What follows belongs to an exercise in optimizing a design on an open flow for small area and a short achievable clock period; a production flow would make more cautious choices. Only simulation tests tie the RTL to the original design; equivalence was not proved. Power is estimated from default activity; no workload was simulated.

--- design/flow/flow/genmodels.py ---
import re, sys
lib = open(sys.argv[1]).read()
out = []
# split into cells
for m in re.finditer(r'\n\s*cell\s*\(\s*"?([\w]+)"?\s*\)\s*\{', lib):
    name = m.group(1)
    start = m.end()
    depth = 1; i = start
    while depth:
        c = lib[i]
        if c == '{': depth += 1
        elif c == '}': depth -= 1
        i += 1
    body = lib[start:i]
    if re.search(r'\b(ff|latch|statetable|ff_bank)\s*\(', body):
        continue
    pins = []
    for pm in re.finditer(r'\n\s*pin\s*\(\s*"?(\w+)"?\s*\)\s*\{', body):
        ps = pm.end(); d = 1; j = ps
        while d:
            c = body[j]
            if c == '{': d += 1
            elif c == '}': d -= 1
            j += 1
        pb = body[ps:j]
        dm = re.search(r'direction\s*:\s*"?(\w+)"?', pb)
        fm = re.search(r'\bfunction\s*:\s*"([^"]*)"', pb)
        pins.append((pm.group(1), dm.group(1) if dm else None, fm.group(1) if fm else None))
    ins = [p for p in pins if p[1] == 'input']
    outs = [p for p in pins if p[1] == 'output']
    if not outs or any(o[2] is None for o in outs):
        continue
    bad = False
    lines = []
    for o in outs:
        f = o[2].replace('+', '|').replace('*', '&')
        f = re.sub(r"(\w+)'", r"(!\1)", f)
        if re.search(r'VPWR|VGND|KAPWR|LOWLV|SLEEP', f):
            bad = True
        lines.append(f"  assign {o[0]} = {f};")
    if bad:
        continue
    ports = [p[0] for p in ins] + [o[0] for o in outs]
    s = f"module {name}({', '.join(ports)});\n"
    for p in ins:
        s += f"  input {p[0]};\n"
    for o in outs:
        s += f"  output {o[0]};\n"
    s += "\n".join(lines) + "\nendmodule\n"
    out.append(s)
print("\n".join(out))
--- design/flow/standard.sh ---
#!/bin/bash
# synth_recipe.tcl (not shown) runs the flow's synth.tcl, then flattens the netlist and writes it again
# the make line also repeats each setting of config.mk as NAME=value (left out here)
make -C /OpenROAD-flow-scripts/flow DESIGN_CONFIG=/design/flow/config.mk WORK_HOME=/design/flow/orfs CLKGATE_MAP_FILE= SYNTH_SCRIPT=/design/flow/synth_recipe.tcl "${@:-finish}"
--- design/flow/config.mk ---
export PLATFORM = sky130hd
export DESIGN_NAME = foosball_top
export DESIGN_NICKNAME = foosball_top
export VERILOG_FILES = /design/flow/design.v
export SDC_FILE = /design/flow/constraint.sdc
export NUM_CORES = 4
export LEC_CHECK = 0
export CAP_MARGIN = 20
export CORE_MARGIN = 2
export CORE_UTILIZATION = 40
export SLEW_MARGIN = 20
--- design/flow/flow/abc_speed.script ---
strash
dc2
balance; rewrite; refactor; balance; rewrite; rewrite -z; balance; refactor -z; rewrite -z; balance
dch -f
map
topo
stime -p
buffer -p
upsize
dnsize
stime -p
--- design/flow/flow/stitch.py ---
#!/usr/bin/env python3
"""Give the registers of a netlist made by our own synthesis the names and cell
types that the standard synthesis gave them. Registers are matched by the net
their Q pin drives (the register's name in the RTL). Exits with status 1, and
writes nothing, unless both netlists have exactly the same registers."""
import re, sys

cell_re = re.compile(r'^  (sky130_fd_sc_hd__\w+)\s+(\S+)\s*\((.*?)\);\n', re.S | re.M)
pin_re = re.compile(r'\.(\w+)\(([^()]*)\)')

def flops(src):
    out = {}
    for m in cell_re.finditer(src):
        t = m.group(1)
        if not t.startswith('sky130_fd_sc_hd__df'):
            continue
        pins = dict((p, n.strip()) for p, n in pin_re.findall(m.group(3)))
        out[pins['Q']] = (t, m.group(2), m.span())
    return out

std = open(sys.argv[1]).read()
mine = open(sys.argv[2]).read()
fs, fm = flops(std), flops(mine)
if set(fs) != set(fm):
    print('register sets differ:', sorted(set(fs) ^ set(fm))[:20], file=sys.stderr)
    sys.exit(1)
base = lambda t: re.sub(r'_\d+$', '', t)
for q in fs:
    if base(fs[q][0]) != base(fm[q][0]):
        print('register', q, 'cell', fm[q][0], 'standard', fs[q][0], file=sys.stderr)
        sys.exit(1)
names = set(n for _, n, _ in fm.values())
out, pos = [], 0
for q, (t, n, (s, e)) in sorted(fm.items(), key=lambda kv: kv[1][2][0]):
    out.append(mine[pos:s])
    seg = mine[s:e]
    st, sn, _ = fs[q]
    seg = seg.replace(t + ' ' + n, st + ' ' + sn, 1)
    out.append(seg)
    pos = e
out.append(mine[pos:])
res = ''.join(out)
# the standard names must not collide with other instances
for q, (st, sn, _) in fs.items():
    if len(re.findall(r'\s' + re.escape(sn) + r'\s*\(', res)) != 1:
        print('name clash for', sn, file=sys.stderr)
        sys.exit(1)
open(sys.argv[3], 'w').write(res)
print(f'stitch: {len(fs)} registers renamed', file=sys.stderr)
--- design/flow/design.v ---
package game_cfg_pkg;
   localparam int refresh_default = 255;     
   localparam int field_bottom = 479;        
   localparam int rod_len       = 100;       
   localparam int rod_thick     = 10;        
   localparam int rod_step      = 10;        
   localparam int rod_start_top = 260;
   localparam int left_rod_x    = 5;         
   localparam int right_rod_x   = 625;       
   localparam int ball_start  = 300;         
   localparam int ball_radius = 8;
   localparam int ball_speed  = 3;           
   localparam int serve_h     = 4;           
   localparam int serve_v     = 3;           
   localparam int goal_low      = 140;
   localparam int goal_high     = 340;
   localparam int wall_gap_low  = 200;
   localparam int wall_gap_high = 280;
   localparam int top_bounce    = 20;
   localparam int bottom_bounce = 460;
   localparam logic [2:0] col_field     = 3'b010;  
   localparam logic [2:0] col_frame     = 3'b111;  
   localparam logic [2:0] col_left_rod  = 3'b001;  
   localparam logic [2:0] col_right_rod = 3'b100;  
   localparam logic [2:0] col_ball      = 3'b111;  
   localparam logic [2:0] col_blank     = 3'b000;
endpackage
package game_types_pkg;
   typedef logic signed [10:0] coord_t;
   typedef logic signed [3:0] vel_t;         
   typedef logic [2:0] rgb_t;                
   typedef struct packed {
      logic up;
      logic down;
   } rod_btn_t;
   typedef struct packed {
      logic [9:0] x;                         
      logic [8:0] y;                         
      logic       video_on;                  
   } pixel_t;
   typedef struct packed {
      coord_t x;
      coord_t y;
   } ball_t;
endpackage
`timescale 1ns/1ps
module game_ctrl (
   input  logic clk,
   input  logic reset,
   input  logic goal_right_mouth,  
   input  logic goal_left_mouth,   
   output logic frame_tick,        
   output logic serve_left,        
   output logic score1,
   output logic score2
);
   logic [7:0] lfsr;
   logic       low_zero;
   assign low_zero = (lfsr[6:0] == 7'd0);
   always_ff @(posedge clk or posedge reset)
   begin
      if (reset)
      begin
         lfsr       <= 8'd0;
         frame_tick <= 1'b1;
      end
      else
      begin
         lfsr       <= {lfsr[6:0], lfsr[7] ^ lfsr[5] ^ lfsr[4] ^ lfsr[3] ^ low_zero};
         frame_tick <= low_zero && lfsr[7];
      end
   end
   logic goal_q;
   always_ff @(posedge clk or posedge reset)
   begin
      if (reset)
      begin
         serve_left <= 1'b0;
         goal_q     <= 1'b0;
      end
      else
      begin
         goal_q <= goal_right_mouth || goal_left_mouth;
         if (goal_right_mouth)
            serve_left <= 1'b0;
         else if (goal_left_mouth)
            serve_left <= 1'b1;
      end
   end
   assign score1 = goal_q && !serve_left;
   assign score2 = goal_q && serve_left;
endmodule
`timescale 1ns/1ps
module rod_mover (
   input  logic       clk,
   input  logic       reset,
   input  logic       frame_tick,
   input  logic [1:0] btn,           
   output logic [7:0] rod_half       
);
   always_ff @(posedge clk or posedge reset)
   begin
      if (reset)
         rod_half <= 8'd130;
      else if (frame_tick)
      begin
         if (btn[1] && (rod_half != 8'd5))         
            rod_half <= rod_half - 8'd5;
         else if (btn[0] && (rod_half != 8'd185))
            rod_half <= rod_half + 8'd5;
      end
   end
endmodule
`timescale 1ns/1ps
module ball_mover (
   input  logic               clk,
   input  logic               reset,
   input  logic               frame_tick,
   input  logic               serve,
   input  logic               serve_left,
   input  logic [7:0]         left_half,     
   input  logic [7:0]         right_half,
   output logic [10:0]        xl,            
   output logic [10:0]        yl,
   output logic               goal_right_mouth,
   output logic               goal_left_mouth
);
   logic v_zero, vx_neg, vx_4, vy_neg;
   logic in_mouth, off_gap, top_wall, bot_wall, x_right, x_left;
   logic x_hit_r, x_hit_l;
   assign in_mouth = (yl >= 11'd132) && (yl <= 11'd332);     
   assign off_gap  = !((yl >= 11'd192) && (yl <= 11'd272));  
   assign top_wall = (yl <= 11'd11) || (yl >= 11'd1016);     
   assign bot_wall = (yl >= 11'd453) && (yl <= 11'd1015);    
   assign x_right  = (xl >= 11'd622) && (xl <= 11'd1015);    
   assign x_left   = (xl >= 11'd1016) && (xl <= 11'd2043);   
   assign x_hit_r  = (xl >= 11'd614) && (xl <= 11'd622);     
   assign x_hit_l  = (xl >= 11'd4) && (xl <= 11'd9);         
   logic [7:0] t_sel;
   logic [8:0] w;
   logic       y_hit;
   assign t_sel = xl[9] ? right_half : left_half;
   assign w     = {1'b0, yl[8:1]} - {1'b0, t_sel} + 9'd4;       
   assign y_hit = (yl[10:9] == 2'b00) && ((w <= 9'd49) || (w == 9'd50 && !yl[0]));
   logic hit_right, hit_left;
   assign hit_right = y_hit && x_hit_r;
   assign hit_left  = y_hit && x_hit_l;
   assign goal_right_mouth = frame_tick && in_mouth && (xl >= 11'd629) && (xl <= 11'd1015);   
   assign goal_left_mouth  = frame_tick && in_mouth && x_left;
   logic goal, move;
   assign goal = goal_right_mouth || goal_left_mouth;
   assign move = frame_tick && !v_zero;
   logic [3:0]  xa, ya;
   logic [10:0] tx, ty;
   logic [10:0] xl_next, yl_next;
   assign xa = {1'b0, xl[2:0]} + (vx_neg ? (vx_4 ? 4'd4 : 4'd5) : (vx_4 ? 4'd4 : 4'd3));
   assign ya = {1'b0, yl[2:0]} + (vy_neg ? 4'd5 : 4'd3);
   always_comb
   begin
      tx[3] = move && (xa[3] ^ vx_neg);
      ty[3] = move && (ya[3] ^ vy_neg);
      for (int i = 4; i < 11; i++)
      begin
         tx[i] = tx[i-1] && (xl[i-1] ^ vx_neg);
         ty[i] = ty[i-1] && (yl[i-1] ^ vy_neg);
      end
      xl_next[2:0] = move ? xa[2:0] : xl[2:0];
      yl_next[2:0] = move ? ya[2:0] : yl[2:0];
      for (int i = 3; i < 11; i++)
      begin
         xl_next[i] = xl[i] ^ tx[i];
         yl_next[i] = yl[i] ^ ty[i];
      end
   end
   always_ff @(posedge clk or posedge reset)
   begin
      if (reset)
      begin
         xl <= 11'd292;
         yl <= 11'd292;
      end
      else if (goal)
      begin
         xl <= 11'd292;
         yl <= 11'd292;
      end
      else
      begin
         xl <= xl_next;
         yl <= yl_next;
      end
   end
   always_ff @(posedge clk or posedge reset)
   begin
      if (reset)
      begin
         v_zero <= 1'b1;
         vx_neg <= 1'b0;
         vx_4   <= 1'b0;
         vy_neg <= 1'b0;
      end
      else if (serve)
      begin
         v_zero <= 1'b0;
         vx_neg <= serve_left;
         vx_4   <= 1'b1;
         vy_neg <= serve_left;
      end
      else if (frame_tick)
      begin
         if (goal)
            v_zero <= 1'b1;
         if (top_wall)
            vy_neg <= 1'b0;
         else if (bot_wall)
            vy_neg <= 1'b1;
         if (!top_wall && !bot_wall && x_right && off_gap)
         begin
            vx_neg <= 1'b1;
            vx_4   <= 1'b0;
         end
         else if (!top_wall && !bot_wall && x_left && off_gap)
         begin
            vx_neg <= 1'b0;
            vx_4   <= 1'b0;
         end
         else if (hit_right)
         begin
            vx_neg <= 1'b1;
            vx_4   <= 1'b0;
         end
         else if (hit_left)
         begin
            vx_neg <= 1'b0;
            vx_4   <= 1'b0;
         end
      end
   end
endmodule
`timescale 1ns/1ps
module pixel_renderer (
   input  logic               clk,
   input  logic               reset,
   input  logic [19:0]        pix,
   input  logic [10:0]        xl,            
   input  logic [10:0]        yl,
   input  logic [7:0]         left_half,
   input  logic [7:0]         right_half,
   output logic [2:0]         rgb
);
   function automatic logic ge8c(input logic [7:0] a, input logic [7:0] b, input logic cin);
      logic c;
      c = cin;
      for (int i = 0; i < 8; i++)
         c = (a[i] & ~b[i]) | ((a[i] | ~b[i]) & c);
      ge8c = c;
   endfunction
   function automatic logic sum_zero6(input logic [5:0] p, input logic [5:0] q, input logic cin);
      logic ok;
      ok = !(p[0] ^ q[0] ^ cin);
      for (int i = 1; i < 6; i++)
         ok = ok & ((p[i] ^ q[i]) == (p[i-1] | q[i-1]));
      sum_zero6 = ok;
   endfunction
   logic [9:0] px;
   logic [8:0] py;
   logic       vo;
   assign px = pix[19:10];
   assign py = pix[9:1];
   assign vo = pix[0];
   logic on_frame, on_left, on_right, on_ball;
   logic f_top, f_bot, f_lft, f_rgt, f_rows;
   assign f_top  = (py[8:3] == 6'd0) && (!py[2] || (!py[1] && !py[0]));           
   assign f_bot  = py[8] && py[7] && py[6]
                   && (py[5] || (py[4] && py[3] && (py[2] || (py[1] && py[0]))));   
   assign f_lft  = (px[9:3] == 7'd0) && (!px[2] || (!px[1] && !px[0]));           
   assign f_rgt  = px[9] && (px[6:3] == 4'hf) && (px[2] || (px[1] && px[0]));     
   assign f_rows = (py < 9'd140) || (py > 9'd340);
   assign on_frame = f_top || f_bot || (f_rows && (f_lft || f_rgt));
   logic [7:0] q, qm;
   logic       q_low;
   assign q     = py[8:1];
   assign qm    = q - 8'd50;
   assign q_low = (q < 8'd50);
   logic [7:0] t_side;
   logic       on_rows;
   assign t_side  = px[9] ? right_half : left_half;
   assign on_rows = ge8c(q, t_side, py[0]) && (q_low || !ge8c(qm, t_side, 1'b1));
   assign on_left  = on_rows && (px[9:4] == 6'd0) && (px[3:0] > 4'd5) && (px[3:0] < 4'd15);    
   assign on_right = on_rows && px[9] && (px[6:4] == 3'd7)
                     && (px[3:0] > 4'd1) && (px[3:0] < 4'd11);                             
   logic [5:0] ax, ay;             
   logic       hx, hy;
   assign ax = {1'b0, px[4:0]} - {1'b0, xl[4:0]};
   assign ay = {1'b0, py[4:0]} - {1'b0, yl[4:0]};
   assign hx = sum_zero6({1'b0, px[9:5]}, ~xl[10:5], !ax[5]);
   assign hy = sum_zero6({2'b00, py[8:5]}, ~yl[10:5], !ay[5]);
   logic [3:0] adx, ady;
   assign adx = (ax[4] || ax[3]) ? 4'(ax[3:0] - 4'd8) : 4'(4'd8 - ax[3:0]);
   assign ady = (ay[4] || ay[3]) ? 4'(ay[3:0] - 4'd8) : 4'(4'd8 - ay[3:0]);
   logic inx, iny;
   assign inx = hx && (!ax[4] || ax[3:0] == 4'd0);
   assign iny = hy && (!ay[4] || ay[3:0] == 4'd0);
   logic [3:0] wmax;
   always_comb
   begin
      case (ady)
         4'd0:                wmax = 4'd8;
         4'd1, 4'd2, 4'd3:    wmax = 4'd7;
         4'd4, 4'd5:          wmax = 4'd6;
         4'd6:                wmax = 4'd5;
         4'd7:                wmax = 4'd3;
         default:             wmax = 4'd0;
      endcase
   end
   assign on_ball = inx && iny && (adx <= wmax);
   logic [2:0] col_nb_next;
   assign col_nb_next[0] = vo && (on_frame || on_left);                 
   assign col_nb_next[1] = vo && !on_left && !on_right;                 
   assign col_nb_next[2] = vo && (on_frame || on_right);                
   logic       ball_q;
   logic [2:0] col_nb_q;
   always_ff @(posedge clk or posedge reset)
   begin
      if (reset)
      begin
         ball_q   <= 1'b0;
         col_nb_q <= 3'b000;
      end
      else
      begin
         ball_q   <= on_ball;
         col_nb_q <= col_nb_next;
      end
   end
   logic field_q;                          
   assign field_q = col_nb_q[1] && !col_nb_q[0];
   assign rgb = ball_q ? {3{field_q}} : col_nb_q;
endmodule
`timescale 1ns/1ps
module foosball_top (
   input  logic                     clk,
   input  logic                     reset,
   input  logic                     stop_ball,
   input  game_types_pkg::rod_btn_t left_btn,
   input  game_types_pkg::rod_btn_t right_btn,
   input  game_types_pkg::pixel_t   pix,
   output game_types_pkg::rgb_t     rgb,
   output logic                     score1,
   output logic                     score2
);
   logic frame_tick, serve_left;
   logic goal_right_mouth, goal_left_mouth;
   logic [7:0] left_half, right_half;
   logic [10:0] xl, yl;
   game_ctrl u_ctrl (
      .clk              (clk),
      .reset            (reset),
      .goal_right_mouth (goal_right_mouth),
      .goal_left_mouth  (goal_left_mouth),
      .frame_tick       (frame_tick),
      .serve_left       (serve_left),
      .score1           (score1),
      .score2           (score2)
   );
   rod_mover left_rod  (.clk(clk), .reset(reset), .frame_tick(frame_tick),
                        .btn(left_btn), .rod_half(left_half));
   rod_mover right_rod (.clk(clk), .reset(reset), .frame_tick(frame_tick),
                        .btn(right_btn), .rod_half(right_half));
   ball_mover u_ball (
      .clk              (clk),
      .reset            (reset),
      .frame_tick       (frame_tick),
      .serve            (stop_ball),
      .serve_left       (serve_left),
      .left_half        (left_half),
      .right_half       (right_half),
      .xl               (xl),
      .yl               (yl),
      .goal_right_mouth (goal_right_mouth),
      .goal_left_mouth  (goal_left_mouth)
   );
   pixel_renderer u_render (
      .clk        (clk),
      .reset      (reset),
      .pix        (pix),
      .xl         (xl),
      .yl         (yl),
      .left_half  (left_half),
      .right_half (right_half),
      .rgb        (rgb)
   );
endmodule
--- design/flow/flow/netfix.py ---
#!/usr/bin/env python3
"""Peephole clean-up of a mapped netlist written by yosys write_verilog:
an inverter fed by another inverter is removed and its loads are moved to the
first inverter's input; inverters left without loads are removed too."""
import re, sys

src = open(sys.argv[1]).read()
cell_re = re.compile(r'^  (sky130_fd_sc_hd__\w+)\s+(\S+)\s*\((.*?)\);\n', re.S | re.M)
pin_re = re.compile(r'\.(\w+)\(([^()]*)\)')
OUTS = ('X', 'Y', 'Q', 'Q_N', 'SUM', 'COUT', 'HI', 'LO')

cells = []
for m in cell_re.finditer(src):
    pins = [(p, n.strip()) for p, n in pin_re.findall(m.group(3))]
    cells.append({'type': m.group(1), 'name': m.group(2), 'pins': pins, 'span': m.span(), 'dead': False})

keep = set()
for m in re.finditer(r'^\s*(?:input|output|inout)\s+(?:\[[^\]]*\]\s*)?([^;]+);', src, re.M):
    for n in m.group(1).split(','):
        keep.add(n.strip())
for m in re.finditer(r'^\s*assign\s+(.*?)\s*=\s*(.*?);', src, re.M):
    keep.add(m.group(1).strip())
    keep.add(m.group(2).strip())
def is_kept(net):
    return net in keep or net.split('[')[0].strip() in keep

def is_inv(c):
    return re.match(r'sky130_fd_sc_hd__(clk)?inv_\d+$', c['type']) is not None

drv = {}
loads = {}
def index():
    drv.clear(); loads.clear()
    for i, c in enumerate(cells):
        if c['dead']:
            continue
        for p, n in c['pins']:
            if p in OUTS:
                drv[n] = i
            else:
                loads.setdefault(n, []).append(i)
index()

changed = True
removed = 0
while changed:
    changed = False
    for b in cells:
        if b['dead'] or not is_inv(b):
            continue
        pa = dict(b['pins'])
        ai = drv.get(pa['A'])
        if ai is None:
            continue
        a = cells[ai]
        if not is_inv(a):
            continue
        x = dict(a['pins'])['A']
        y = pa['Y']
        if is_kept(y):
            continue
        for li in loads.get(y, []):
            c = cells[li]
            c['pins'] = [(p, x if (n == y and p not in OUTS) else n) for p, n in c['pins']]
        b['dead'] = True
        removed += 1
        index()
        ay = dict(a['pins'])['Y']
        if not loads.get(ay) and not is_kept(ay):
            a['dead'] = True
            removed += 1
            index()
        changed = True

# a gate whose only load is an inverter becomes the gate of the other polarity
MERGE = {'nor2_1': 'or2_1', 'nand2_1': 'and2_1', 'nor3_1': 'or3_1', 'nand3_1': 'and3_1',
         'nor4_1': 'or4_1', 'nand4_1': 'and4_1', 'a21oi_1': 'a21o_1', 'o21ai_0': 'o21a_1',
         'o21ai_1': 'o21a_1', 'a22oi_1': 'a22o_1', 'o22ai_1': 'o22a_1', 'a211oi_1': 'a211o_1',
         'o211ai_1': 'o211a_1', 'a31oi_1': 'a31o_1', 'o31ai_1': 'o31a_1', 'xnor2_1': 'xor2_1',
         'xor2_1': 'xnor2_1', 'nor2b_1': 'or2b_1', 'nand2b_1': 'and2b_1', 'a21boi_0': 'a21bo_1',
         'o21bai_1': 'o21ba_1', 'nor3b_1': 'or3b_1', 'nand3b_1': 'and3b_1',
         'a2bb2oi_1': 'a2bb2o_1', 'o2bb2ai_1': 'o2bb2a_1', 'mux2i_1': 'mux2_1'}
merged = 0
for b in cells:
    if b['dead'] or not is_inv(b):
        continue
    pa = dict(b['pins'])
    gi = drv.get(pa['A'])
    if gi is None:
        continue
    g = cells[gi]
    short = g['type'].replace('sky130_fd_sc_hd__', '')
    if short not in MERGE:
        continue
    n = pa['A']
    if is_kept(n) or len(loads.get(n, [])) != 1:
        continue
    g['type'] = 'sky130_fd_sc_hd__' + MERGE[short]
    opin = 'Y' if MERGE[short].startswith('xnor') else 'X'
    g['pins'] = [((opin if p in ('Y', 'X') else p), (pa['Y'] if p in ('Y', 'X') else x)) for p, x in g['pins']]
    b['dead'] = True
    merged += 1
    index()
print(f'netfix: merged {merged} gate and inverter pairs', file=sys.stderr)

out = []
pos = 0
for c in cells:
    s, e = c['span']
    out.append(src[pos:s])
    if not c['dead']:
        body = ',\n'.join(f'    .{p}({n}{" " if n.startswith(chr(92)) else ""})' for p, n in c['pins'])
        out.append(f"  {c['type']} {c['name']} (\n{body}\n  );\n")
    pos = e
out.append(src[pos:])
open(sys.argv[2], 'w').write(''.join(out))
print(f'netfix: removed {removed} inverters', file=sys.stderr)
--- design/flow/flow/run.sh ---
#!/bin/bash
# Own layout flow: the standard synthesis, then the combinational logic between the
# registers is mapped again by ABC (registers, their names and cell types are kept as
# the standard synthesis made them): the logic in front of the rgb registers for delay,
# the rest for area. Then the standard layout steps from floorplan to finish.
set -euo pipefail
WORK=$(pwd)
HERE=$(cd "$(dirname "$0")" && pwd)
R=$WORK/orfs/results/$FLOW_PLATFORM/foosball_top/base
LIB=$FLOW_HOME/platforms/$FLOW_PLATFORM/lib/sky130_fd_sc_hd__tt_025C_1v80.lib
YOSYS=$FLOW_HOME/../tools/install/yosys/bin/yosys
[ -x "$YOSYS" ] || YOSYS=$(command -v yosys)

CRIT_SCRIPT=${CRIT_SCRIPT:-abc_speed.script}
REST_SCRIPT=${REST_SCRIPT:-abc_area.script}
LAYOUT_ARGS=()
[ -f "$HERE/flow.env" ] && source "$HERE/flow.env"

# 1. standard synthesis
bash standard.sh synth > "$WORK/log_1_synth.log" 2>&1
cp "$R/1_2_yosys.v" "$WORK/std_1_2_yosys.v"

# 2. remap the combinational logic
python3 "$HERE/genmodels.py" "$LIB" > "$WORK/comb_models.v"
DU=""
for c in $(sed -n '/DONT_USE_CELLS += /,/^$/p' "$FLOW_HOME/platforms/$FLOW_PLATFORM/config.mk" | grep -o 'sky130_fd_sc_hd__[a-z0-9_]*'); do
   DU="$DU -dont_use $c"
done
printf 'set_driving_cell sky130_fd_sc_hd__buf_1\nset_load 5\n' > "$WORK/abc.constr"
# 2a. our own synthesis of the design (Yosys's generic synthesis, without the fsm
# and share passes, flattened), mapped the same way; its registers then get the
# names and cell types the standard synthesis gave them
cat > "$WORK/own_synth.ys" <<EOY
read_liberty -lib $LIB
read_verilog -defer -sv $WORK/design.v
hierarchy -check -top $FLOW_TOP
synth -top $FLOW_TOP -flatten -nofsm -noshare
opt -purge
rename -wire
dfflibmap -liberty $LIB $DU
opt
techmap
opt -purge
select -set dw c:u_render.* c:left_half* %u c:right_half* %u c:left_rod.* %u c:right_rod.* %u %ci1:+sky130_fd_sc_hd__dfrtp_1,sky130_fd_sc_hd__dfstp_2[D] w:* %i
select -set crit @dw %ci*:-sky130_fd_sc_hd__dfrtp_1,sky130_fd_sc_hd__dfstp_2
select -set critg @crit t:\$_* %i
abc -liberty $LIB $DU -constr $WORK/abc.constr -script $HERE/$CRIT_SCRIPT @critg
abc -liberty $LIB $DU -constr $WORK/abc.constr -script $HERE/$REST_SCRIPT t:\$_*
opt_clean -purge
chtype -map sky130_fd_sc_hd__clkinv_1 sky130_fd_sc_hd__inv_1
opt_merge -share_all t:sky130_fd_sc_hd__df* %n
opt_clean -purge
hilomap -singleton -hicell sky130_fd_sc_hd__conb_1 HI -locell sky130_fd_sc_hd__conb_1 LO
insbuf -buf sky130_fd_sc_hd__buf_4 A X
splitnets
opt_clean -purge
rename -hide w:*\$func\$*
opt_clean -purge
tee -o $WORK/own_stat.txt stat -liberty $LIB
check -assert -mapped
write_verilog -noattr -noexpr -nohex -nodec $WORK/own_1_2_yosys.v
EOY

# 2b. fallback: the standard netlist's combinational logic mapped again
cat > "$WORK/remap.ys" <<EOY
read_liberty -lib $LIB
read_verilog $WORK/std_1_2_yosys.v
hierarchy -top $FLOW_TOP
techmap -map $WORK/comb_models.v
techmap
opt -purge
select -set dw c:u_render.* c:left_half* %u c:right_half* %u c:left_rod.* %u c:right_rod.* %u %ci1:+sky130_fd_sc_hd__dfrtp_1,sky130_fd_sc_hd__dfstp_2[D] w:* %i
select -set crit @dw %ci*:-sky130_fd_sc_hd__dfrtp_1,sky130_fd_sc_hd__dfstp_2
select -set critg @crit t:\$_* %i
abc -liberty $LIB $DU -constr $WORK/abc.constr -script $HERE/$CRIT_SCRIPT @critg
abc -liberty $LIB $DU -constr $WORK/abc.constr -script $HERE/$REST_SCRIPT t:\$_*
opt_clean -purge
chtype -map sky130_fd_sc_hd__clkinv_1 sky130_fd_sc_hd__inv_1
opt_merge -share_all t:sky130_fd_sc_hd__df* %n
opt_clean -purge
hilomap -singleton -hicell sky130_fd_sc_hd__conb_1 HI -locell sky130_fd_sc_hd__conb_1 LO
insbuf -buf sky130_fd_sc_hd__buf_4 A X
splitnets
opt_clean -purge
tee -o $WORK/remap_stat.txt stat -liberty $LIB
check -assert -mapped
write_verilog -noattr -noexpr -nohex -nodec $WORK/remap_1_2_yosys.v
EOY

if "$YOSYS" -s "$WORK/own_synth.ys" > "$WORK/log_2_own_synth.log" 2>&1 \
   && python3 "$HERE/stitch.py" "$WORK/std_1_2_yosys.v" "$WORK/own_1_2_yosys.v" "$WORK/remap_1_2_yosys.v" > "$WORK/log_2_stitch.log" 2>&1; then
   echo "own synthesis used" >> "$WORK/log_2_stitch.log"
else
   echo "own synthesis not used: remapping the standard netlist" >> "$WORK/log_2_stitch.log"
   "$YOSYS" -s "$WORK/remap.ys" > "$WORK/log_2_remap.log" 2>&1
fi
python3 "$HERE/netfix.py" "$WORK/remap_1_2_yosys.v" "$WORK/netfix_1_2_yosys.v" > "$WORK/log_2_netfix.log" 2>&1
cp "$WORK/netfix_1_2_yosys.v" "$R/1_2_yosys.v"
rm -f "$R/1_synth.odb" "$R/1_synth.sdc"

# 3. the standard layout from the remapped netlist
bash standard.sh "${LAYOUT_ARGS[@]}" finish > "$WORK/log_3_layout.log" 2>&1
--- design/flow/flow/outbuf.tcl ---
# output ports: a stronger port buffer than the input ports get
foreach port [get_ports -filter "direction == output"] {
  set net [get_nets [get_full_name $port]]
  foreach pin [get_pins -of_objects $net -filter "direction == output"] {
    set inst [get_cells -of_objects $pin]
    if { [get_property $inst ref_name] == "sky130_fd_sc_hd__buf_1" } {
      replace_cell $inst [get_lib_cells */sky130_fd_sc_hd__buf_2]
    }
  }
}
--- design/flow/constraint.sdc ---
create_clock -name core_clock -period 13.0 [get_ports {clk}]
set_input_delay 2.6000 -clock core_clock [delete_from_list [all_inputs] [get_ports {clk}]]
set_output_delay 2.6000 -clock core_clock [all_outputs]
set_load 0.01 [all_outputs]
--- design/flow/flow/abc_area.script ---
strash
dc2
balance; rewrite; refactor; balance; rewrite; rewrite -z; balance; refactor -z; rewrite -z; balance
balance; resub -K 6; rewrite; resub -K 6 -N 2; refactor; resub -K 8; balance; resub -K 8 -N 2; rewrite; resub -K 10; rewrite -z; resub -K 10 -N 2; balance; resub -K 12; refactor -z; resub -K 12 -N 2; rewrite -z; balance
dch -f
amap
topo
--- design/flow/flow/flow.env ---
LAYOUT_ARGS=("BUFFER_PORTS_ARGS=-buffer_cell sky130_fd_sc_hd__buf_1" "POST_GLOBAL_PLACE_TCL=$HERE/outbuf.tcl" "SETUP_SLACK_MARGIN=8.9" "CTS_ARGS=-sink_clustering_enable -repair_clock_nets -dont_use_dummy_load -buf_list sky130_fd_sc_hd__clkbuf_8")
==> metrics.json, run 1 <==
{
  "syn-cell-area": {"value": 4680, "unit": "µm²"},
  "top_library_cells_by_usage_in_the_layout_fill_and_taps_aside": {"value": "sky130_fd_sc_hd__nand2_1 (107), sky130_fd_sc_hd__inv_1 (100), sky130_fd_sc_hd__nor2_1 (96)"},
  "wl_met1": {"value": 6.30, "unit": "mm"},
  "vias_per_cell": {"value": 5.69},
  "final_max_slew_viol_count": {"value": 0},
  "rsz0062_at_grt": {"value": "false"},
  "routed_length_on_met3": {"value": 618, "unit": "µm"},
  "final-seq-area": {"value": 1440, "unit": "µm²"},
  "drv_cap": {"value": 0},
  "route.met2.wl": {"value": 5.94, "unit": "mm"},
  "worstSetupPathType": {"value": "flop to output pin"},
  "clockRootBuffer": {"value": "sky130_fd_sc_hd__clkbuf_8"},
  "final_min_period_over_clock_period": {"value": 0.306},
  "maxClockFrequency": {"value": 252, "unit": "MHz"},
  "required": {"value": 10.40, "unit": "ns"},
  "portBuffers": {"value": 31},
  "critical_path_maximum_fanout": {"value": 4},
  "synth.yosys.warnings": {"value": 4},
  "grt_resource_usage_total": {"value": 0.214},
  "maxUsedRoutingLayer": {"value": "met4"},
  "synth_fp_nets": {"value": 704},
  "clock_path_buffers": {"value": 2},
  "design.die.area": {"value": 12600, "unit": "µm²"},
  "multi_input_area": {"value": 2850, "unit": "µm²"},
  "final_number_of_hold_violating_endpoints": {"value": 0},
  "worstReg2RegStart": {"value": "u_ball.xl[9]"},
  "hold_buffers": {"value": 0},
  "fp-row-count": {"value": 39},
  "io_pins": {"value": 32},
  "route.vias.total": {"value": 4930},
  "numClockSinks": {"value": 57},
  "mostFrequentLayoutCell": {"value": "sky130_fd_sc_hd__nand2_1"},
  "insertedDiodeCount": {"value": 0},
  "wl_per_cell": {"value": 15.4, "unit": "µm"},
  "remaining_drc_errors": {"value": 0},
  "postSynthAreaPerCell": {"value": 6.92, "unit": "µm²"},
  "grt_max_degree": {"value": 58},
  "postSynthCellCount": {"value": 677},
  "setup_total_negative_slack": {"value": 0, "unit": "ns"},
  "drt_pass1_iterations": {"value": 5},
  "worst_setup_path_startpoint": {"value": "u_render.ball_q"},
  "final_cell_count_no_fill": {"value": 866},
  "final-setup-viol-count": {"value": 0},
  "cts_tree": {"value": "built"},
  "cp-start-kind": {"value": "flop"},
  "place.detailed.hpwl": {"value": 9.97, "unit": "mm"},
  "routed_wirelength": {"value": 13.3, "unit": "mm"},
  "worst_skew_pair.late_latency": {"value": 0.35, "unit": "ns"},
  "antenna_found_initial": {"value": 0},
  "layout_overhead_on_the_synthesized_area": {"value": 10.8, "unit": "%"},
  "drive_gt1_frac": {"value": 0.0954},
  "static_leakage_power": {"value": 2.36, "unit": "nW"},
  "crit_path_arrival_time": {"value": 1.37, "unit": "ns"},
  "ctsHtreeMaxLevel": {"value": 3},
  "initial_utilization": {"value": 0.410},
  "worst_setup_hold_path_clk_slew": {"value": 0.06, "unit": "ns"},
  "fin_skew": {"value": 0.0245, "unit": "ns"},
  "final_antenna_net_count": {"value": 0},
  "fillerInstances": {"value": 1184},
  "place.detailed.instances": {"value": 850},
  "period_minus_slack": {"value": 3.97, "unit": "ns"},
  "outcome": {"value": "no timing/DRC/antenna violations"},
  "globalRoute.totalOverflow": {"value": 0},
  "first_global_vias": {"value": 4527},
  "power_density": {"value": 67.9, "unit": "nW/µm²"},
  "first_pass_grt_wire_length": {"value": 21.7, "unit": "mm"},
  "drt-initial-drc-count": {"value": 431},
  "min_delay_src": {"value": "u_ctrl.lfsr[0]"},
  "die_y": {"value": 112, "unit": "µm"},
  "floorplan.die.width": {"value": 112, "unit": "µm"},
  "vdd.ir_drop.worst": {"value": 38.9, "unit": "µV"},
  "num_cts_buffers": {"value": 9},
  "timing.hold.worst.class": {"value": "flop to flop"},
  "tightestPinTransition": {"value": 0.746, "unit": "ns"},
  "relSlewSlack": {"value": 0.502},
  "design.core.area": {"value": 11400, "unit": "µm²"},
  "critical_path.endpoint_type": {"value": "output pin"},
  "finalNetCount": {"value": 752}
}
-- per-layer routing --
metal / GRT usage / vias up
met4: 0.0992 / 0
li1: - / 2447
met2: 0.327 / 145
met5: 0 / -
met3: 0.0286 / 33
met1: 0.300 / 2305
-- worst max-delay path, stage by stage (launching register included) --
cell and delay (ns):
sky130_fd_sc_hd__dfrtp_1 0.43, sky130_fd_sc_hd__a21boi_0 0.27, sky130_fd_sc_hd__nand2_1 0.10, sky130_fd_sc_hd__o21ai_0 0.08, sky130_fd_sc_hd__buf_2 0.15
-- sequential cells by signal (all words and copies together) (netlist names) --
signal and flops:
u_render.col_nb_q 3, u_ball.xl 11, left_rod.rod_half 8, right_rod.rod_half 8, u_ctrl.lfsr 8, u_ctrl.serve_left 1
u_ctrl.goal_q 1, u_ball.vx_4 1, u_render.ball_q 1, u_ball.v_zero 1, u_ball.yl 11, u_ctrl.frame_tick 1
u_ball.vx_neg 1, u_ball.vy_neg 1
-- per-stage QoR --
stage	power [mW]	utilization	instance area, µm²	hold WS (ns)	setup WS, ns
final	0.352	0.454	5190	0.380	9.03
after global routing	0.370	0.454	5190	0.384	8.90
after CTS	0.356	0.447	5110	0.381	8.94
after detailed placement	0.228	0.436	4980	0.363	8.29
after global placement	0.227	0.436	4980	0.365	8.44
after floorplan	0.213	-	4680	0.355	9.02
-- path summary, 6_finish.rpt --
kind,slack [ns],depth (start not counted),end
hold reg to reg,0.38,0,u_ctrl.lfsr[1]
min in group asynchronous,2.44,3,u_ctrl.lfsr[6]
hold / removal,0.38,0,u_ctrl.lfsr[1]
max in group asynchronous,10.05,3,u_ball.xl[9]
setup / recovery,9.03,4,rgb[0]
setup reg to reg,9.41,17,u_ball.vx_neg
-- power by group --
part	internal (mW)	leakage, nW	switching (mW)	total [mW]
combinational	0.0146	1.59	0.0313	0.0459
clock	0.0614	0.0647	0.0652	0.127
sequential	0.179	0.709	0.00110	0.180
total	0.255	2.36	0.0976	0.352
-- layout make-up --
type / instances / share of cell area
clock buffer: 9 / 0.0239
inverter: 106 / 0.0774
multi-input combinational: 512 / 0.549
sequential: 57 / 0.278
tap: 143 / 0.0345
timing repair buffer: 39 / 0.0369
-- repair_timing --
action,4_1_cts,5_1_grt
resized for setup,1,15
setup endpoints to repair,3,6
buffers inserted,0,7
==> run 2, diff against run 1 <==
--- a/design/flow/flow/run.sh
+++ b/design/flow/flow/run.sh
@@ -47,2 +47,5 @@
 abc -liberty $LIB $DU -constr $WORK/abc.constr -script $HERE/$CRIT_SCRIPT @critg
+select -set outc o:* %ci*:-sky130_fd_sc_hd__dfrtp_1,sky130_fd_sc_hd__dfstp_2
+select -set outg @outc t:\$_* %i
+abc -liberty $LIB $DU -constr $WORK/abc.constr -script $HERE/$CRIT_SCRIPT @outg
 abc -liberty $LIB $DU -constr $WORK/abc.constr -script $HERE/$REST_SCRIPT t:\$_*
@@ -75,2 +78,5 @@
 abc -liberty $LIB $DU -constr $WORK/abc.constr -script $HERE/$CRIT_SCRIPT @critg
+select -set outc o:* %ci*:-sky130_fd_sc_hd__dfrtp_1,sky130_fd_sc_hd__dfstp_2
+select -set outg @outc t:\$_* %i
+abc -liberty $LIB $DU -constr $WORK/abc.constr -script $HERE/$CRIT_SCRIPT @outg
 abc -liberty $LIB $DU -constr $WORK/abc.constr -script $HERE/$REST_SCRIPT t:\$_*
==> design/flow/flow/flow.env (replaced) <==
LAYOUT_ARGS=("BUFFER_PORTS_ARGS=-buffer_cell sky130_fd_sc_hd__buf_1" "POST_GLOBAL_PLACE_TCL=$HERE/portbuf.tcl" "SETUP_SLACK_MARGIN=8.9" "CTS_ARGS=-sink_clustering_enable -repair_clock_nets -dont_use_dummy_load -buf_list sky130_fd_sc_hd__clkbuf_8")
==> design/flow/flow/portbuf.tcl (new file) <==
# after global placement: the port buffers of the pixel cursor inputs and of the
# outputs are made one size stronger than the other port buffers
proc my_upsize_port_buffer { port_name } {
  set net [get_nets $port_name]
  foreach pin [get_pins -of_objects $net] {
    set inst [get_cells -of_objects $pin]
    if { [get_property $inst ref_name] == "sky130_fd_sc_hd__buf_1" } {
      replace_cell $inst [get_lib_cells */sky130_fd_sc_hd__buf_2]
    }
  }
}
foreach port [get_ports -filter "direction == output"] {
  my_upsize_port_buffer [get_full_name $port]
}
foreach port [get_ports pix*] {
  my_upsize_port_buffer [get_full_name $port]
}
removed: design/flow/flow/outbuf.tcl
==> metrics.json, run 2 <==
{
  "power_frac_clock": {"value": 0.355, "change": "-0.005"},
  "syn-cell-area": {"value": 4680, "unit": "µm²", "change": "about the same"},
  "cp-start-kind": {"value": "input pin"},
  "place_worst_setup_slack": {"value": 8.64, "unit": "ns", "change": "+0.354 ns"},
  "cpLargestDelayFamily": {"value": "compound AO/OA/AOI/OAI gates"},
  "final_number_of_hold_violating_endpoints": {"value": 0, "change": "unchanged"},
  "cp_slowest_cell": {"value": "sky130_fd_sc_hd__o21ai_0"},
  "final_cell_count_no_fill": {"value": 860, "change": "-0.69%"},
  "wl_per_cell": {"value": 15.1, "unit": "µm", "change": "-1.5%"},
  "p_switching": {"value": 98.1, "unit": "µW", "change": "+0.52%"},
  "layout_overhead_on_the_synthesized_area": {"value": 9.86, "unit": "%"},
  "p_seq_frac": {"value": 0.510, "change": "about the same"},
  "insertedDiodeCount": {"value": 0, "change": "unchanged"},
  "required": {"value": 13.28, "unit": "ns", "change": "+2.88 ns"},
  "pwr-share-comb": {"value": 0.135, "change": "+0.005"},
  "cellInternalPower": {"value": 256, "unit": "µW", "change": "+0.45%"},
  "cts_tree": {"value": "built"},
  "first_pass_grt_wire_length": {"value": 21.9, "unit": "mm", "change": "+0.83%"},
  "outcome": {"value": "no timing/DRC/antenna violations"},
  "die_y": {"value": 112, "unit": "µm", "change": "about the same"},
  "worstSetupPathType": {"value": "input pin to flop"},
  "critical_path_maximum_fanout": {"value": 20, "change": "+16"},
  "critical_path.endpoint_type": {"value": "flop"},
  "floorplan.die.width": {"value": 112, "unit": "µm", "change": "about the same"},
  "clockRootBuffer": {"value": "sky130_fd_sc_hd__clkbuf_8"},
  "crit_path_arrival_time": {"value": 4.21, "unit": "ns", "change": "+2.84 ns"},
  "antenna_found_initial": {"value": 0, "change": "unchanged"},
  "routed_wirelength": {"value": 13.0, "unit": "mm", "change": "-2.2%"},
  "biggest_registers_after_layout": {"value": "u_ball.xl (11), u_ball.yl (11)"},
  "route.vias.total": {"value": 4839, "change": "-1.8%"},
  "remaining_drc_errors": {"value": 0, "change": "unchanged"},
  "worst_skew_pair.late_latency": {"value": 0.34, "unit": "ns", "change": "about the same"},
  "postSynthCellCount": {"value": 677, "change": "unchanged"},
  "relSlewSlack": {"value": 0.497, "change": "-0.00553"},
  "cts_post_setup_buffers_inserted": {"value": 0, "change": "unchanged"},
  "fp-row-count": {"value": 39, "change": "unchanged"},
  "rsz0062_at_grt": {"value": "false"},
  "drt_pass1_iterations": {"value": 6, "change": "+1"},
  "drive_gt1_frac": {"value": 0.0990, "change": "+0.00359"},
  "design.die.area": {"value": 12600, "unit": "µm²", "change": "about the same"},
  "drv_cap": {"value": 0, "change": "unchanged"},
  "period_minus_slack": {"value": 3.94, "unit": "ns", "change": "-0.0367 ns"},
  "grt_resource_usage_total": {"value": 0.213, "change": "-0.000554"},
  "final_max_slew_viol_count": {"value": 0, "change": "unchanged"},
  "vias_per_cell": {"value": 5.63, "change": "-1.2%"},
  "final_setup_margin": {"value": 9.06, "unit": "ns", "change": "+0.0367 ns"},
  "io_pins": {"value": 32, "change": "unchanged"},
  "tightestPinTransition": {"value": 0.755, "unit": "ns", "change": "+0.00829 ns"},
  "fin_util": {"value": 0.450, "change": "-0.00405"},
  "grt_max_degree": {"value": 58, "change": "unchanged"},
  "place.detailed.hpwl": {"value": 10.0, "unit": "mm", "change": "+0.63%"},
  "synth.yosys.warnings": {"value": 4, "change": "unchanged"},
  "maxClockFrequency": {"value": 254, "unit": "MHz", "change": "+0.93%"},
  "finalNetCount": {"value": 746, "change": "-0.80%"},
  "synth_fp_nets": {"value": 704, "change": "unchanged"},
  "clock_path_buffers": {"value": 2, "change": "unchanged"},
  "timing.hold.worst.class": {"value": "flop to flop"},
  "ctsHtreeMaxLevel": {"value": 3, "change": "unchanged"},
  "numClockSinks": {"value": 57, "change": "unchanged"},
  "initial_utilization": {"value": 0.410, "change": "about the same"},
  "static_leakage_power": {"value": 2.31, "unit": "nW", "change": "-2.2%"},
  "globalRoute.totalOverflow": {"value": 0, "change": "unchanged"},
  "cp.buffers_inverters": {"value": 1, "change": "unchanged"},
  "vdd.ir_drop.worst": {"value": 52.7, "unit": "µV", "change": "+35%"},
  "design.core.area": {"value": 11400, "unit": "µm²", "change": "unchanged"},
  "place.detailed.instances": {"value": 851, "change": "+0.12%"},
  "top_library_cells_by_usage_in_the_layout_fill_and_taps_aside": {"value": "sky130_fd_sc_hd__nand2_1 (117), sky130_fd_sc_hd__inv_1 (100), sky130_fd_sc_hd__nor2_1 (94)"},
  "cp_slowest_stage_delay": {"value": 0.38, "unit": "ns", "change": "-0.05 ns"},
  "worst_setup_hold_path_clk_slew": {"value": 0.07, "unit": "ns", "change": "about the same"},
  "postSynthAreaPerCell": {"value": 6.91, "unit": "µm²", "change": "about the same"},
  "final-setup-viol-count": {"value": 0, "change": "unchanged"},
  "portBuffers": {"value": 31, "change": "unchanged"},
  "netSwitchingFraction": {"value": 0.277, "change": "about the same"},
  "setup_total_negative_slack": {"value": 0, "unit": "ns", "change": "unchanged"},
  "fin_skew": {"value": 0.0247, "unit": "ns", "change": "+0.000157 ns"},
  "path_cells": {"value": "buf_2 > o21ai_0 > nand2_1 > a31oi_1 > nor2_1 > o21ai_0 > o221ai_1 > nand2_1 > nand3_1 > nand4_1 > and3_1"},
  "final_min_period_over_clock_period": {"value": 0.303, "change": "-0.00282"},
  "final_antenna_net_count": {"value": 0, "change": "unchanged"},
  "mostFrequentLayoutCell": {"value": "sky130_fd_sc_hd__nand2_1"},
  "drt-initial-drc-count": {"value": 378, "change": "-12%"},
  "num_cts_buffers": {"value": 9, "change": "unchanged"},
  "first_global_vias": {"value": 4547, "change": "+0.44%"},
  "power_density": {"value": 68.8, "unit": "nW/µm²", "change": "+1.4%"}
}
-- run 2: worst paths after layout --
kind / from / end / slack (ns) / depth (start not counted)
worst max-delay path: pix[19] / u_render.col_nb_q[1] / 9.06 / 11
worst min-delay path: u_ctrl.lfsr[0] / u_ctrl.lfsr[1] / 0.37 / 0
worst max register to register: u_ball.xl[9] / u_ball.vx_neg / 9.37 / 16
worst min register to register: u_ctrl.lfsr[0] / u_ctrl.lfsr[1] / 0.37 / 0
max in group asynchronous: reset / right_rod.rod_half[2] / 10.04 / 3
min in group asynchronous: reset / u_ctrl.lfsr[6] / 2.43 / 3
-- run 2: repair_timing --
item / 4_1_cts / 5_1_grt
endpoints found under the setup margin: 0 / 1
hold buffers: 0 / 0
gates resized for setup: 0 / 1
-- run 2: power groups by stage --
| stage | Combinational [mW] | Sequential, mW | Clock (mW) |
|---|---|---|---|
| final | 0.0478 | 0.180 | 0.126 |
| after global routing | 0.0542 | 0.180 | 0.140 |
| after CTS | 0.0475 | 0.180 | 0.131 |
| after detailed placement | 0.0473 | 0.183 | 0 |
| after global placement | 0.0452 | 0.183 | 0 |
| after floorplan | 0.0320 | 0.183 | 0 |
-- run 2: area by class of cell --
cell class                      instances  area (µm²)
Tap cell                              143         179
Sequential cell                        57        1440
Inverter                              105         394
Fill cell                            1156        6280
Timing Repair Buffer                   33         163
Multi-Input combinational cell        513        2840
Clock buffer                            9         124
-- run 2: routing by layer --
metal  global-route usage  vias up  share of wire
li1                     -     2434              -
met1                0.300     2202           0.48
met2                0.327      177           0.44
met3               0.0254       26          0.051
met4                0.101        0          0.027
met5                    0        -              0
-- run 2: worst reg2reg max path, stage by stage, from the launching register on --
cell and delay (ns):
sky130_fd_sc_hd__dfrtp_1 0.68, sky130_fd_sc_hd__inv_1 0.36, sky130_fd_sc_hd__o22ai_1 0.25, sky130_fd_sc_hd__inv_1 0.07, sky130_fd_sc_hd__a22oi_1 0.19, sky130_fd_sc_hd__o21ai_0 0.14
sky130_fd_sc_hd__o21ai_0 0.13, sky130_fd_sc_hd__inv_1 0.06, sky130_fd_sc_hd__o21a_1 0.19, sky130_fd_sc_hd__o21ai_0 0.18, sky130_fd_sc_hd__o21ai_0 0.16, sky130_fd_sc_hd__o311a_1 0.14
sky130_fd_sc_hd__or4_1 0.54, sky130_fd_sc_hd__nor2_1 0.14, sky130_fd_sc_hd__o32ai_1 0.11, sky130_fd_sc_hd__nand2_1 0.08, sky130_fd_sc_hd__o21ai_0 0.07
-- run 2: per-stage QoR --
step / power (mW) / instance area, µm² / hold slack [ns]
2_1_floorplan: 0.215 / 4680 / 0.355
3_3_place_gp: 0.229 / 4990 / 0.363
3_5_place_dp: 0.231 / 5020 / 0.363
4_1_cts: 0.359 / 5140 / 0.379
5_1_grt: 0.374 / 5140 / 0.394
6_report: 0.354 / 5140 / 0.372

## afterwards: timing with drivers on the ports
The flow's constraints put no driver on any port. The routed layouts listed below were extracted and timed again, unchanged, in two steps. Step 1 sets driving cells, clkbuf_16 on the clock port and buf_2 on the other inputs (assumed; they add their load-dependent delay and slew). Step 2 also shifts input and output timing later by t, the mid clock arrival at the registers, as if the neighbouring blocks saw the same clock. Slacks: no drivers / after step 1 / after step 2; pairs: no drivers / after step 1.
| run | t, ns | slack for setup (ns) | hold slack, ns | latest minus earliest clock arrival (ns) |
|---|---|---|---|---|
| run 1 | 0.378 | 9.028 / 8.993 / 8.671 | 0.380 / 0.380 / 0.380 | 0.025 / 0.025 |
| run 2 | 0.359 | 9.064 / 9.079 / 8.719 | 0.372 / 0.372 / 0.372 | 0.025 / 0.025 |
After both steps setup and hold are still met in every run listed. For run 1, which loses most, drivers alone change the setup slack by -0.035 ns; drivers and shift together by -0.357 ns.
